This design comes from an exercise in tuning for small area, a short achievable clock period and few clock cycles per item on the open sky130 flow, not from production work. At most, simulation tests tie the RTL to the original design; equivalence was not proved.

Setup of willow:
Design radix_string_to_integer_unit, start of the top module:
module radix_string_to_integer_unit (
    input  logic                              i_clk,
    input  logic                              i_rst_n,
    input  logic                              i_valid,
    output logic                              o_ready,
    input  logic [7:0]                        i_ch,
    input  logic                              i_first,
    output logic                              o_valid,
    input  logic                              i_ready,
    output logic signed [rsti_pkg::VAL_W-1:0] o_value,
    input  logic                              i_cfg_we,
    input  logic [1:0]                        i_cfg_idx,
    input  logic [rsti_pkg::VAL_W-1:0]        i_cfg_data
);
    logic [7:0]                  r_booth;
    logic [4:0]                  r_rm1;
    logic [rsti_pkg::CNT_W-1:0]  r_digit_count;
    logic [rsti_pkg::VAL_W-1:0]  r_digits_low;
    logic [rsti_pkg::VAL_W-1:0]  r_digits_high;
    logic                        w_qvalid;
    rsti_pkg::t_tok              w_qtok;
    logic                        w_qpop;
    always_ff @(posedge i_clk) begin
        if (!i_rst_n) begin
            r_booth       <= rsti_pkg::booth(rsti_pkg::RST_RADIX);
            r_rm1         <= rsti_pkg::RST_RADIX - 5'd1;
            r_digit_count <= rsti_pkg::RST_DIGIT_COUNT;
            r_digits_low  <= rsti_pkg::RST_DIGITS_LOW;
            r_digits_high <= rsti_pkg::RST_DIGITS_HIGH;
        end else if (i_cfg_we) begin
            case (i_cfg_idx)
                rsti_pkg::REG_RADIX: begin
                    r_booth <= rsti_pkg::booth(i_cfg_data[4:0]);
                    r_rm1   <= i_cfg_data[4:0] - 5'd1;
                end
                rsti_pkg::REG_DIGIT_COUNT: r_digit_count <= i_cfg_data[4:0];
  ...
For scale: about 2600 cells after synthesis, about 150 I/O pins.
==> flow/config.mk <==
export PLATFORM = sky130hd
export DESIGN_NAME = radix_string_to_integer_unit
export DESIGN_NICKNAME = radix_string_to_integer_unit
export VERILOG_FILES = /design/flow/design.v
export SDC_FILE = /design/flow/constraint.sdc
export NUM_CORES = 4
export LEC_CHECK = 0
export ABC_AREA = 1
export CAP_MARGIN = 20
export CORE_MARGIN = 2
export CORE_UTILIZATION = 60
export PLACE_DENSITY = 0.75
export SETUP_SLACK_MARGIN = 2.6
export SLEW_MARGIN = 20
==> flow/constraint.sdc <==
create_clock -name core_clock -period 6.5 [get_ports {i_clk}]
set_input_delay 1.3000 -clock core_clock [delete_from_list [all_inputs] [get_ports {i_clk}]]
set_output_delay 1.3000 -clock core_clock [all_outputs]
set_load 0.01 [all_outputs]
standard.sh (not shown) runs the stock make flow with config.mk's settings and CLKGATE_MAP_FILE= SYNTH_SCRIPT=/design/flow/synth_recipe.tcl, a recipe that flattens the netlist after the stock synthesis.
==> flow/flow/run.sh <==
#!/bin/bash
# Own flow: the standard layout (standard.sh, unchanged synthesis), with
# two changes: every input and output port still gets its own buffer, but a
# plain sky130_fd_sc_hd__buf_1 rather than the delay cell buffer_ports picks
# by itself; and clock tree synthesis adds no dummy loads. standard.sh's
# output goes to standard.log; each ORFS step keeps its own log under
# orfs/logs/.
set -euo pipefail
bash standard.sh "BUFFER_PORTS_ARGS=-buffer_cell sky130_fd_sc_hd__buf_1" \
  "CTS_ARGS=-sink_clustering_enable -repair_clock_nets -dont_use_dummy_load" \
  finish > standard.log 2>&1
Testbench counts of willow, summed over its fixed seeds: cycles 18,815, items 18,783.
diff inputs: willow => indigo
Settings: SETUP_SLACK_MARGIN now 2.5, was 2.6; PLACE_DENSITY now 0.65, was 0.75; CORE_UTILIZATION now 50, was 60.
==> run notes <==
- indigo against willow: worst hold slack across all endpoints went down by 0.0087 ns, area added between synthesis and finish rose by 1.5 points.
- Compared with willow, indigo ends up with more cell area.
Input changes introduced in violet (baseline for comparison: indigo):
Settings: PLACE_DENSITY: 0.65 -> 0.75; CORE_UTILIZATION: 50 -> 60; SETUP_SLACK_MARGIN: 2.5 -> 2.2; ABC_AREA: 1 -> unset.
==> flow/flow/run.sh <==
#!/bin/bash
# Own flow: the standard layout (standard.sh, unchanged synthesis), with
# one change: every input and output port still gets its own buffer, but a
# plain sky130_fd_sc_hd__buf_1 rather than the delay cell buffer_ports picks
# by itself. standard.sh's output goes to standard.log; each ORFS step keeps
# its own log under orfs/logs/.
set -euo pipefail
bash standard.sh "BUFFER_PORTS_ARGS=-buffer_cell sky130_fd_sc_hd__buf_1" finish > standard.log 2>&1
- violet did not stop at any stage, and its layout met the timing, DRC and antenna checks.
- A launching element of the worst setup path of r_booth[3] is what violet shows, while r_booth[0] belongs to indigo.
- When violet is set beside indigo, its first-iteration DRC count turns out to be about 8% larger.
- When the final numbers for violet and indigo were put side by side, the half-perimeter wire length after placement turned out to be greater in indigo.
- Re register-to-register path setup slack: violet is 0.31 ns down on indigo.
- On synthesized area: between violet and indigo, it ends up higher for violet.
### violet -> pepper
Settings: CORE_UTILIZATION: 60 -> 65; PLACE_DENSITY: 0.75 -> 0.8; ABC_AREA: unset -> 1; SETUP_SLACK_MARGIN: 2.2 -> 2.5.
==> flow/flow/run.sh <==
#!/bin/bash
# Own flow: the standard layout (standard.sh, unchanged synthesis), with
# two changes: every input and output port still gets its own buffer, but a
# plain sky130_fd_sc_hd__buf_1 rather than the delay cell buffer_ports picks
# by itself; and clock tree synthesis adds no dummy loads. standard.sh's
# output goes to standard.log; each ORFS step keeps its own log under
# orfs/logs/.
set -euo pipefail
bash standard.sh "BUFFER_PORTS_ARGS=-buffer_cell sky130_fd_sc_hd__buf_1" \
  "CTS_ARGS=-sink_clustering_enable -repair_clock_nets -dont_use_dummy_load" \
  finish > standard.log 2>&1
## What came out
violet ended with every stage complete and zero timing, DRC or antenna violations.
Per the final summary, pepper finished and its layout is clean on timing, DRC and antenna.
When pepper is measured against violet, its final clock period utilization by the worst path turns out 5.1 points lower.
In pepper, gate count after technology mapping is higher than in violet.
Summary of pepper over violet: parity-gate share of the synthesized area counting xor and xnor cells decreased 4.0 points; count of TritonRoute iterations in the first routing pass increased 1; share of final layout cell area taken by clock buffers and inverters decreased 1.4 points; critical path depth increased 5.
When pepper is measured against violet, its instance count after placement with tap cells included turns out 8.3% higher.
In the flow results for pepper and violet, the number of nets in the layout is smaller on violet.

## lagoon
Another version of the RTL of radix_string_to_integer_unit (not shown whole).
Size: about 2300 cells after synthesis, roughly 240 flip-flops, about 150 I/O pins, roughly 20000 um^2 of cells after synthesis.
==> flow/design.v (excerpt) <==
module radix_string_to_integer_unit (
    input  logic                              i_clk,
    input  logic                              i_rst_n,
    input  logic                              i_valid,
    output logic                              o_ready,
    input  logic [7:0]                        i_ch,
    input  logic                              i_first,
    output logic                              o_valid,
    input  logic                              i_ready,
    output logic signed [rsti_pkg::VAL_W-1:0] o_value,
    input  logic                              i_cfg_we,
    input  logic [1:0]                        i_cfg_idx,
    input  logic [rsti_pkg::VAL_W-1:0]        i_cfg_data
);
    logic [7:0]                  r_booth;
    logic [4:0]                  r_rm1;
    logic [rsti_pkg::CNT_W-1:0]  r_digit_count;
    logic [rsti_pkg::VAL_W-1:0]  r_digits_low;
    logic [rsti_pkg::VAL_W-1:0]  r_digits_high;
    logic                        w_qvalid;
    rsti_pkg::t_tok              w_qtok;
    logic                        w_qpop;
    always_ff @(posedge i_clk) begin
        if (!i_rst_n) begin
            r_booth       <= rsti_pkg::booth(rsti_pkg::RST_RADIX);
            r_rm1         <= rsti_pkg::RST_RADIX - 5'd1;
            r_digit_count <= rsti_pkg::RST_DIGIT_COUNT;
            r_digits_low  <= rsti_pkg::RST_DIGITS_LOW;
            r_digits_high <= rsti_pkg::RST_DIGITS_HIGH;
        end else if (i_cfg_we) begin
            case (i_cfg_idx)
                rsti_pkg::REG_RADIX: begin
                    r_booth <= rsti_pkg::booth(i_cfg_data[4:0]);
                    r_rm1   <= i_cfg_data[4:0] - 5'd1;
                end
                rsti_pkg::REG_DIGIT_COUNT: r_digit_count <= i_cfg_data[4:0];
                rsti_pkg::REG_DIGITS_LOW:  r_digits_low  <= i_cfg_data;
                rsti_pkg::REG_DIGITS_HIGH: r_digits_high <= i_cfg_data;
                default: begin
                end
            endcase
        end
    end
    rsti_front u_front (
        .i_clk         (i_clk),
        .i_rst_n       (i_rst_n),
        .i_valid       (i_valid),
        .o_ready       (o_ready),
        .i_ch          (i_ch),
  ...
clock: 6.5 ns
lec_check: 0
cap_margin: 20
core_margin: 2
core_utilization: 40
place_density: 0.6
setup_slack_margin: 1.5
slew_margin: 20
run.sh (not shown) runs the stock make flow with config.mk's settings and CLKGATE_MAP_FILE= SYNTH_SCRIPT=/design/flow/synth_recipe.tcl, a recipe that flattens the netlist after the stock synthesis.
Stock flow here: none of the scripts above is used.
Every stage of the flow completed for lagoon, and the final layout passed the timing, DRC and antenna checks.
For maple, these inputs were changed with respect to lagoon:
-- flow/config.mk --
<<< lagoon, line 11
export PLACE_DENSITY = 0.6
export SETUP_SLACK_MARGIN = 1.5
export SLEW_MARGIN = 20
>>> maple, line 11
export PLACE_DENSITY = 0.6
export SETUP_SLACK_MARGIN = 2.0
export SLEW_MARGIN = 20
- Between maple and lagoon, number of post-CTS setup repair buffers is lower for lagoon, maple comes in above that.
- lagoon ended up with dfxtp_2 as its cell with the largest stage delay on the worst path; maple ended up with fa_2.
- Compared to lagoon, maple shows a wider setup margin.
- Setup total negative slack: lagoon vs maple identical
- maple gives more measured slew at the worst slew-check pin than lagoon did.
- On final critical-path required period, the higher figure sits with lagoon, not maple.
- In the metrics for maple and lagoon, the one carrying the higher global router's overall resource usage is maple.
- Both conditions hold for maple: the flow ran to the end and the final layout passed the timing, DRC and antenna checks.
- Area occupied by registers: maple vs lagoon, no meaningful difference
- Compared with lagoon, maple shows a higher routed wire length per instance.
- lagoon was smaller in final cell area than maple.
Relative to maple, the following input files were edited for harbor:
-- flow/config.mk --
<<< maple, line 10
export CORE_UTILIZATION = 40
export PLACE_DENSITY = 0.6
>>> harbor, line 10
export CORE_UTILIZATION = 40
export CTS_BUF_LIST = sky130_fd_sc_hd__clkbuf_4 sky130_fd_sc_hd__clkbuf_8
export PLACE_DENSITY = 0.6
Findings:
The relative slew slack on maple is in line with that on harbor. Comparing the two runs side by side, harbor comes out behind maple on clock skew. Re maximum number of pins on one net before global-route repair: no difference whatsoever between maple and harbor. Going from maple to harbor, worst setup slack fell 0.020 ns; delay of the slowest critical-path stage now smaller; post-route fraction of the period consumed by the critical path rose by 0.31 points. Between harbor and maple, the area of the multi-input gates does not differ in any meaningful way. On cell area, maple and harbor are neck and neck.
No run of this note included a check of the RTL's function; only the layout flow was run.

== run 1 ==
radix_string_to_integer_unit with an RTL version that a note above also has.
Size in the first run: ~2600 cells after synthesis, ~240 flip-flops, about 19000 sq um of cells after synthesis.
clock: 6.5 ns
lec_check: 0
abc_area: 1
cap_margin: 20
core_margin: 2
core_utilization: 60
place_density: 0.75
setup_slack_margin: 2.2
slew_margin: 20
standard.sh (not shown) runs the stock make flow with config.mk's settings and CLKGATE_MAP_FILE= SYNTH_SCRIPT=/design/flow/synth_recipe.tcl, a recipe that flattens the netlist after the stock synthesis.
==> flow/flow/run.sh <==
#!/bin/bash
# Own flow: the standard layout (standard.sh, unchanged synthesis), with
# two changes: every input and output port still gets its own buffer, but a
# plain sky130_fd_sc_hd__buf_1 rather than the delay cell buffer_ports picks
# by itself; and clock tree synthesis adds no dummy loads. standard.sh's
# output goes to standard.log; each ORFS step keeps its own log under
# orfs/logs/.
set -euo pipefail
bash standard.sh "BUFFER_PORTS_ARGS=-buffer_cell sky130_fd_sc_hd__buf_1" \
  "CTS_ARGS=-sink_clustering_enable -repair_clock_nets -dont_use_dummy_load" \
  finish > standard.log 2>&1
Every stage of the flow completed for run 1, and the final layout passed the timing, DRC and antenna checks.
Testbench counts of run 1, summed over its fixed seeds: cycles 18,815, items 18,783.
Input-level comparison between run 2 and run 1:
- SETUP_SLACK_MARGIN now 2.5, was 2.2
Notes after the runs:
Run 2: no failed stages, no open violations at the end. Run 2 vs. run 1: number of stages on the worst setup path down 7, design area up about 3%, reg-to-reg setup timing slack moved up, final cell count climbed 29. Run 2 ended up with r_booth[4]$_SDFFE_PN0P_ as its source of the critical timing path; run 1 ended up with r_booth[7]$_SDFFE_PN0P_.
Relative to run 2, the following input files were edited for run 3:
- SETUP_SLACK_MARGIN: 2.5 -> 3.1
### Flow results
The arrival time at the worst endpoint of run 3 exceeds that of run 2 by 240 ps.
Taking run 2 as the reference point, the area growth from synthesis to layout of run 3 rises by 11 points.
Between run 2 and run 3, the count of placed standard cells in the final layout, fillers left out is lower for run 2.
Input changes introduced in run 4 (baseline for comparison: run 3):
- a deleted ABC_AREA that had been 1
- a change of SETUP_SLACK_MARGIN from 3.1 to 2.4
==> flow/flow/run.sh <==
#!/bin/bash
# Own flow: the standard layout, with the one change that synthesis
# leaves adders to abc instead of mapping them to the library's full- and
# half-adder cells (ADDER_MAP_FILE empty). Everything else, including the
# registers, their names and cell types, is the standard flow's.
set -euo pipefail
bash standard.sh ADDER_MAP_FILE= finish > standard.log 2>&1
- Cell area deteriorates in run 4 relative to run 3.
- Share of post-route cells with drive strength above 1 in run 4 vs run 3: down 4.5 points
- The run with more routed wire is run 3, not run 4.
- The post-route non-filler standard cell count was comparable across run 3 and run 4.
- Relative to run 3, fmax decreased by about 1.1% in run 4.
> inputs changed (run 4 -> run 5)
- CORE_UTILIZATION changed from 60 to 55
- SETUP_SLACK_MARGIN changed from 2.4 to 2.5
- SYNTH_HIERARCHICAL newly set to 1
- PLACE_DENSITY changed from 0.75 to 0.7
- ABC_AREA newly set to 1
==> flow/flow/run.sh <==
#!/bin/bash
# Own flow: the standard layout (standard.sh, unchanged synthesis), with
# two changes: every input and output port still gets its own buffer, but a
# plain sky130_fd_sc_hd__buf_1 rather than the delay cell buffer_ports picks
# by itself; and clock tree synthesis adds no dummy loads. standard.sh's
# output goes to standard.log; each ORFS step keeps its own log under
# orfs/logs/.
set -euo pipefail
bash standard.sh "BUFFER_PORTS_ARGS=-buffer_cell sky130_fd_sc_hd__buf_1" \
  "CTS_ARGS=-sink_clustering_enable -repair_clock_nets -dont_use_dummy_load" \
  finish > standard.log 2>&1
[summary]
- Count of clock-buffer cells in the layout (run 5 over run 4): decrease, 8
- [compare] base=run 4 new=run 5: maximum clock frequency picked up an extra 12%.
- Area added between synthesis and finish delta for run 5 relative to run 4: 12 points lower
- Taking run 4 as the reference, in run 5 post-detailed-placement cell area increased by 6.3% relative to the old numbers; number of placed instances, taps included increased by 29% relative to the old numbers; synthesized cell count increased by 759 relative to the old numbers; final wirelength increased by about 20% relative to the old numbers; worst hold slack increased by 10 ps relative to the old numbers.
- For run 4, the first element of the critical path was r_booth[0]$_SDFFE_PN0P_, unlike run 5, where it was r_booth[3]$_SDFFE_PN1P_.

Another version of the RTL of radix_string_to_integer_unit (not shown whole).
For scale: ~150 I/O pins, roughly 19000 sq um of cells after synthesis.
==> flow/config.mk <==
export PLATFORM = sky130hd
export DESIGN_NAME = radix_string_to_integer_unit
export DESIGN_NICKNAME = radix_string_to_integer_unit
export VERILOG_FILES = /design/flow/design.v
export SDC_FILE = /design/flow/constraint.sdc
export NUM_CORES = 4
export LEC_CHECK = 0
export ABC_AREA = 1
export CAP_MARGIN = 20
export CORE_MARGIN = 2
export CORE_UTILIZATION = 60
export PLACE_DENSITY = 0.75
export SETUP_SLACK_MARGIN = 2.6
export SLEW_MARGIN = 20
==> flow/constraint.sdc <==
create_clock -name core_clock -period 6.5 [get_ports {i_clk}]
set_input_delay 1.3000 -clock core_clock [delete_from_list [all_inputs] [get_ports {i_clk}]]
set_output_delay 1.3000 -clock core_clock [all_outputs]
set_load 0.01 [all_outputs]
==> flow/flow/run.sh <==
#!/bin/bash
# Own flow: the standard layout (standard.sh, unchanged synthesis), with
# two changes:
#  - every input and output port still gets its own buffer, but a plain
#    sky130_fd_sc_hd__buf_1 rather than the delay cell buffer_ports picks by
#    itself;
#  - clock tree synthesis adds no dummy loads and drives the register
#    clusters with sky130_fd_sc_hd__clkbuf_4 (the tree above them is as
#    usual).
# standard.sh's output goes to standard.log; each ORFS step keeps its own log
# under orfs/logs/.
set -euo pipefail
bash standard.sh "BUFFER_PORTS_ARGS=-buffer_cell sky130_fd_sc_hd__buf_1" \
  "CTS_ARGS=-sink_clustering_enable -repair_clock_nets -dont_use_dummy_load -sink_clustering_buffer sky130_fd_sc_hd__clkbuf_4" \
  finish > standard.log 2>&1
The baseline finished with timing, DRC and antenna clean.
Testbench counts at the start, summed over its fixed seeds: cycles 18,815, items 18,783.
==> next run, changes <==
CORE_UTILIZATION = 55   (was 60)
PLACE_DENSITY = 0.7   (was 0.75)
SETUP_SLACK_MARGIN = 2.52   (was 2.6)
Final area shrinks slightly.
First-iteration DRC count decreases by about a fifth.
Routed wire length fell slightly.
Core utilization fell by 6.7 points.
==> next run, changes <==
SETUP_SLACK_MARGIN = 2.5   (was 2.52)
Outcome:
- design area is lower by 1.1%
- routed wire length is lower by 1.2%
- core utilization is lower by 0.69 points
- global-route usage is higher by 0.62 points

## static timing again, ports no longer ideal
No port has a modelled driver above. Below, the same layouts with a new extraction and two added sets of constraints. Step 1 (the two cells are an assumption about what drives the block):
set clk [get_ports {i_clk}]
set_driving_cell -lib_cell sky130_fd_sc_hd__clkbuf_16 $clk
set_driving_cell -lib_cell sky130_fd_sc_hd__buf_2 [delete_from_list [all_inputs] $clk]
Step 2 also shifts input and output timing later by t, the mid clock arrival at the registers, as if the neighbouring blocks saw the same clock. Slacks: ideal / step 1 / step 2; pairs: ideal / step 1.
run	t (ns)	slack for setup (ns)	latest minus earliest clock arrival (ns)	cell pins on the clock port's net
willow	0.596	2.570 / 2.570 / 2.464	0.078 / 0.078	1
indigo	0.623	2.569 / 2.569 / 2.342	0.060 / 0.060	1
violet	0.623	2.260 / 2.260 / 2.240	0.034 / 0.033	1
pepper	0.598	2.592 / 2.592 / 2.563	0.030 / 0.030	1
lagoon	0.618	1.696 / 1.696 / 1.696	0.022 / 0.022	1
maple	0.636	2.123 / 2.123 / 1.749	0.029 / 0.028	1
harbor	0.686	2.103 / 2.103 / 1.693	0.060 / 0.060	1
run 1	0.599	2.422 / 2.422 / 2.422	0.091 / 0.091	1
run 2	0.612	2.588 / 2.588 / 2.489	0.049 / 0.050	1
run 3	0.614	2.277 / 2.277 / 2.277	0.063 / 0.062	1
run 4	0.611	2.231 / 2.231 / 2.032	0.017 / 0.018	1
run 5	0.617	2.691 / 2.691 / 2.512	0.059 / 0.059	1
the first run of note 4	0.579	2.571 / 2.571 / 2.221	0.040 / 0.041	1
the second run of note 4	0.567	2.529 / 2.529 / 2.207	0.046 / 0.045	1
the third run of note 4	0.572	2.504 / 2.504 / 2.294	0.056 / 0.056	1
After both steps setup and hold are still met in every run listed. The setup slack of harbor, which loses most, moves by 0.000 ns with the drivers and by -0.410 ns with both steps.
